From an optimization exercise on the open Yosys and OpenROAD flow, aimed at small area; shortcuts taken in it are not production practice. Only simulation tests tie the RTL to the original design; equivalence was not proved.

## regfile_writeback
module regfile_writeback (
  input  logic        clk,
  input  logic        reset,
  input  logic [31:0] wb_data,
  input  logic        wb_en,
  input  logic [3:0]  wb_addr,
  input  logic [4:0]  opcode,
  input  logic        stall,
  input  logic [3:0]  rn_addr,
  input  logic [3:0]  rm_addr,
  output logic [31:0] rn_data,
  output logic [31:0] rm_data,
  output logic [31:0] pc,
  output logic        branch_taken
);
  localparam logic [4:0] OP_BRANCH = 5'b10001;
  logic [31:0] regs_n [15];   
  logic [31:0] tgt_q;         
  logic        pend_q;        
  logic [31:0] pc_q;
  logic        bt_q;
  logic        cap;
  logic        is_pc;
  logic        rst_n;
  logic [31:0] wdata;         
  logic [14:0] we;
  always_comb begin
    cap   = wb_en && !stall;
    is_pc = (opcode == OP_BRANCH) || (wb_addr == 4'd15);
    rst_n = !reset;
    for (int i = 0; i < 15; i++)
  ...
Size in the first run: ~1500 cells after synthesis, ~550 flip-flops, ~150 I/O pins, about 0.022 mm² of cells after synthesis.
clock: 6.0 ns
lec_check: 0
cap_margin: 10
core_margin: 2
core_utilization: 65
setup_slack_margin: 0
slew_margin: 10
synth_hierarchical: 1
synth_minimum_keep_size: 0
standard.sh (not shown) runs the stock make flow with config.mk's settings and CLKGATE_MAP_FILE= SYNTH_SCRIPT=/design/flow/synth_recipe.tcl, a recipe that flattens the netlist after the stock synthesis.
==> flow/flow/run.sh <==
#!/bin/bash
# Standard layout, with plain buf_1 port buffers and a clock tree of small
# buffers without dummy loads. Each tool's output goes to a log of its own.
export BUFFER_PORTS_ARGS="-buffer_cell sky130_fd_sc_hd__buf_1"
export CTS_ARGS="-sink_clustering_enable -repair_clock_nets -buf_list {sky130_fd_sc_hd__clkbuf_4} -sink_clustering_size 10 -sink_clustering_max_diameter 40 -dont_use_dummy_load"
bash standard.sh > standard.log 2>&1
The starting point finished clean.
Edit:
PLACE_DENSITY = 0.75   (was default)
What happened:
- design area is higher by about 0.35%
- setup slack is worse by 32 ps
- area after synthesis is unchanged
- global-route usage stays flat
- non-clock buffer count is higher by 11
- die area does not change
Edit:
==> flow/flow/run.sh (replaced) <==
#!/bin/bash
# Standard layout, with plain buf_1 port buffers and a clock tree of small
# buffers without dummy loads. Each tool's output goes to a log of its own.
export BUFFER_PORTS_ARGS="-buffer_cell sky130_fd_sc_hd__buf_1"
export CTS_ARGS="-sink_clustering_enable -repair_clock_nets -buf_list {sky130_fd_sc_hd__clkbuf_4} -sink_clustering_size 11 -sink_clustering_max_diameter 32 -dont_use_dummy_load"
bash standard.sh > standard.log 2>&1
PLACE_DENSITY = default   (was 0.75)
After rerunning: Register-to-register slack is worse by 60 ps. Worst hold slack is better by 7.7 ps. Synthesized area does not change. First-iteration DRC count shrinks by 5.6%. Via count hardly moves. Setup slack is worse by 21 ps. Cell area barely changes.
Edit:
==> flow/flow/run.sh (replaced) <==
#!/bin/bash
# Standard layout, with plain buf_1 port buffers and a clock tree of small
# buffers without dummy loads. Each tool's output goes to a log of its own.
export BUFFER_PORTS_ARGS="-buffer_cell sky130_fd_sc_hd__buf_1"
export CTS_ARGS="-sink_clustering_enable -repair_clock_nets -buf_list {sky130_fd_sc_hd__clkbuf_4} -sink_clustering_size 10 -sink_clustering_max_diameter 40 -dont_use_dummy_load"
bash standard.sh > standard.log 2>&1
PLACE_DENSITY = 0.9   (was default)
Effect: Worst setup slack loses 55 ps. Clock-buffer cell count goes down by 17. Register-to-register slack is better by 110 ps. Cell count decreases slightly. Wire length shrinks by a few percent.


The RTL this note starts from:
==> flow/design.v <==
module regfile_writeback (
  input  logic        clk,
  input  logic        reset,
  input  logic [31:0] wb_data,
  input  logic        wb_en,
  input  logic [3:0]  wb_addr,
  input  logic [4:0]  opcode,
  input  logic        stall,
  input  logic [3:0]  rn_addr,
  input  logic [3:0]  rm_addr,
  output logic [31:0] rn_data,
  output logic [31:0] rm_data,
  output logic [31:0] pc,
  output logic        branch_taken
);
  localparam logic [4:0] OP_BRANCH = 5'b10001;
  logic [31:0] regs_n [15];   
  logic [31:0] tgt_q;         
  logic        pend_q;        
  logic [31:0] pc_q;
  logic        bt_q;
  logic        cap;
  logic        is_pc;
  logic        rst_n;
  logic [31:0] wdata;         
  logic [14:0] we;
  always_comb begin
    cap   = wb_en && !stall;
    is_pc = (opcode == OP_BRANCH) || (wb_addr == 4'd15);
    rst_n = !reset;
    for (int i = 0; i < 15; i++)
      we[i] = reset || (cap && !is_pc && (wb_addr == 4'(i)));
  end
  for (genvar b = 0; b < 32; b++) begin : g_wd
    rf_nand2 u_wd (.a(wb_data[b]), .b(rst_n), .y(wdata[b]));
  end
  always_ff @(posedge clk) begin
    for (int i = 0; i < 15; i++)
      if (we[i]) regs_n[i] <= wdata;
  end
  logic [28:0] pc_hi_inc;
  rf_inc29 u_inc (.x(pc_q[31:3]), .y(pc_hi_inc));
  logic sel_ld, sel_hi, sel_lo, sel_k;
  logic [31:0] pc_d, pc_step;
  always_comb begin
    sel_ld = !reset && pend_q;                           
    sel_hi = !reset && !pend_q && !stall && pc_q[2];     
    sel_lo = !reset && !pend_q && !(!stall && pc_q[2]);  
    sel_k  = !reset && !pend_q;                          
    pc_step[1:0] = pc_q[1:0];
    pc_step[2]   = pc_q[2] ^ !stall;
  end
  for (genvar b = 0; b < 3; b++) begin : g_pcl
    rf_ao22 u_pc (.a0(sel_ld), .b0(tgt_q[b]), .a1(sel_k), .b1(pc_step[b]), .y(pc_d[b]));
  end
  for (genvar b = 3; b < 32; b++) begin : g_pch
    rf_ao222 u_pc (.a0(sel_ld), .b0(tgt_q[b]), .a1(sel_hi), .b1(pc_hi_inc[b-3]),
                   .a2(sel_lo), .b2(pc_q[b]), .y(pc_d[b]));
  end
  always_ff @(posedge clk) begin
    tgt_q  <= wb_data;
    pend_q <= !reset && cap && is_pc;
    bt_q   <= !reset && pend_q;
    pc_q   <= pc_d;
  end
  logic [15:0] sn_n, sm_n;
  logic [31:0] pc_read_n;
  always_comb begin
    for (int i = 0; i < 16; i++) begin
      sn_n[i] = (rn_addr != 4'(i));
      sm_n[i] = (rm_addr != 4'(i));
    end
    pc_read_n = ~{pc_hi_inc, pc_q[2:0]};
  end
  for (genvar b = 0; b < 32; b++) begin : g_rd
    logic [7:0] tn, tm;
    for (genvar k = 0; k < 7; k++) begin : g_pair
      rf_oai22 u_n (.a0(sn_n[2*k]), .b0(regs_n[2*k][b]), .a1(sn_n[2*k+1]), .b1(regs_n[2*k+1][b]), .y(tn[k]));
      rf_oai22 u_m (.a0(sm_n[2*k]), .b0(regs_n[2*k][b]), .a1(sm_n[2*k+1]), .b1(regs_n[2*k+1][b]), .y(tm[k]));
    end
    rf_oai22 u_n7 (.a0(sn_n[14]), .b0(regs_n[14][b]), .a1(sn_n[15]), .b1(pc_read_n[b]), .y(tn[7]));
    rf_oai22 u_m7 (.a0(sm_n[14]), .b0(regs_n[14][b]), .a1(sm_n[15]), .b1(pc_read_n[b]), .y(tm[7]));
    rf_or8 u_on (.t(tn), .y(rn_data[b]));
    rf_or8 u_om (.t(tm), .y(rm_data[b]));
  end
  always_comb begin
    pc           = pc_q;
    branch_taken = bt_q;
  end
endmodule
module rf_oai22 (
  input  logic a0, b0, a1, b1,
  output logic y
);
  assign y = ~((a0 | b0) & (a1 | b1));
endmodule
module rf_or8 (
  input  logic [7:0] t,
  output logic       y
);
  assign y = ~(~|t[3:0] & ~|t[7:4]);
endmodule
module rf_ao222 (
  input  logic a0, b0, a1, b1, a2, b2,
  output logic y
);
  assign y = (a0 & b0) | (a1 & b1) | (a2 & b2);
endmodule
module rf_ao22 (
  input  logic a0, b0, a1, b1,
  output logic y
);
  assign y = (a0 & b0) | (a1 & b1);
endmodule
module rf_nand2 (
  input  logic a, b,
  output logic y
);
  assign y = ~(a & b);
endmodule
module rf_inc29 (
  input  logic [28:0] x,
  output logic [28:0] y
);
  logic [7:0]  p;     
  logic [28:0] c;     
  always_comb begin
    p[0] = 1'b1;
    for (int k = 1; k < 8; k++) p[k] = p[k-1] & (&x[4*k-4 +: 4]);
    for (int i = 0; i < 29; i++) begin
      c[i] = p[i/4];
      for (int j = 4*(i/4); j < i; j++) c[i] = c[i] & x[j];
    end
    y = x ^ c;
  end
endmodule
clock: 6.0 ns
lec_check: 0
cap_margin: 10
core_margin: 2
core_utilization: 65
setup_slack_margin: 0
slew_margin: 10
synth_hierarchical: 1
synth_minimum_keep_size: 0
==> flow/flow/run.sh <==
#!/bin/bash
# Standard layout, with plain buf_1 port buffers and a clock tree of small
# buffers without dummy loads. Each tool's output goes to a log of its own.
export BUFFER_PORTS_ARGS="-buffer_cell sky130_fd_sc_hd__buf_1"
export CTS_ARGS="-sink_clustering_enable -repair_clock_nets -buf_list {sky130_fd_sc_hd__clkbuf_8} -sink_clustering_size 16 -sink_clustering_max_diameter 50 -dont_use_dummy_load"
bash standard.sh > standard.log 2>&1
Then changed:
--- a/flow/flow/run.sh
+++ b/flow/flow/run.sh
@@ -5 +5 @@
-export CTS_ARGS="-sink_clustering_enable -repair_clock_nets -buf_list {sky130_fd_sc_hd__clkbuf_8} -sink_clustering_size 16 -sink_clustering_max_diameter 50 -dont_use_dummy_load"
+export CTS_ARGS="-sink_clustering_enable -repair_clock_nets -buf_list {sky130_fd_sc_hd__clkbuf_4} -sink_clustering_size 10 -sink_clustering_max_diameter 40 -dont_use_dummy_load"
The changed run went through all stages and came out clean.
Area after synthesis does not change.
Wire length came out higher by 1.0%.
Non-clock buffer count does not change.
Worst hold slack gets worse by 0.0044 ns.
Setup slack gets worse by 0.15 ns.
Core utilization came out lower by 0.30 points.
Global-route usage came out higher by 0.33 points.
Via count came out higher by 1.2%.

[port drivers added, routing unchanged]
The flow's constraints put no driver on any port. The routed layouts listed below were extracted and timed again, unchanged, in two steps.
Step 1, drivers: a clkbuf_16 drives clk and a buf_2 each remaining input, both assumed.
Step 2 moves the port delays by t, midway between the first and last clock arrival at a register: inputs arrive t later, outputs are due t later. That takes back most of the time a late clock gives input paths.
Slacks: no drivers / after step 1 / after step 2; pairs: no drivers / after step 1.
| run | t (ns) | setup WS [ns] | hold slack, ns | worst setup path at the end | cell pins on the clock port's net |
|---|---|---|---|---|---|
| the first run of note 1 | 0.780 | 0.663 / 0.617 / 1.093 | 0.447 / 0.447 / 0.447 | input to output | 1 |
| the second run of note 1 | 0.766 | 0.631 / 0.581 / 1.164 | 0.447 / 0.447 / 0.447 | input to output | 1 |
| the third run of note 1 | 0.780 | 0.610 / 0.559 / 1.064 | 0.455 / 0.455 / 0.455 | input to output | 1 |
| the fourth run of note 1 | 0.771 | 0.554 / 0.505 / 0.840 | 0.450 / 0.450 / 0.450 | input to output | 1 |
| the first run of note 2 | 0.655 | 0.814 / 0.763 / 1.092 | 0.451 / 0.451 / 0.451 | input to output | 1 |
| the second run of note 2 | 0.780 | 0.663 / 0.617 / 1.093 | 0.447 / 0.447 / 0.447 | input to output | 1 |
After both steps setup and hold are still met in every run listed.
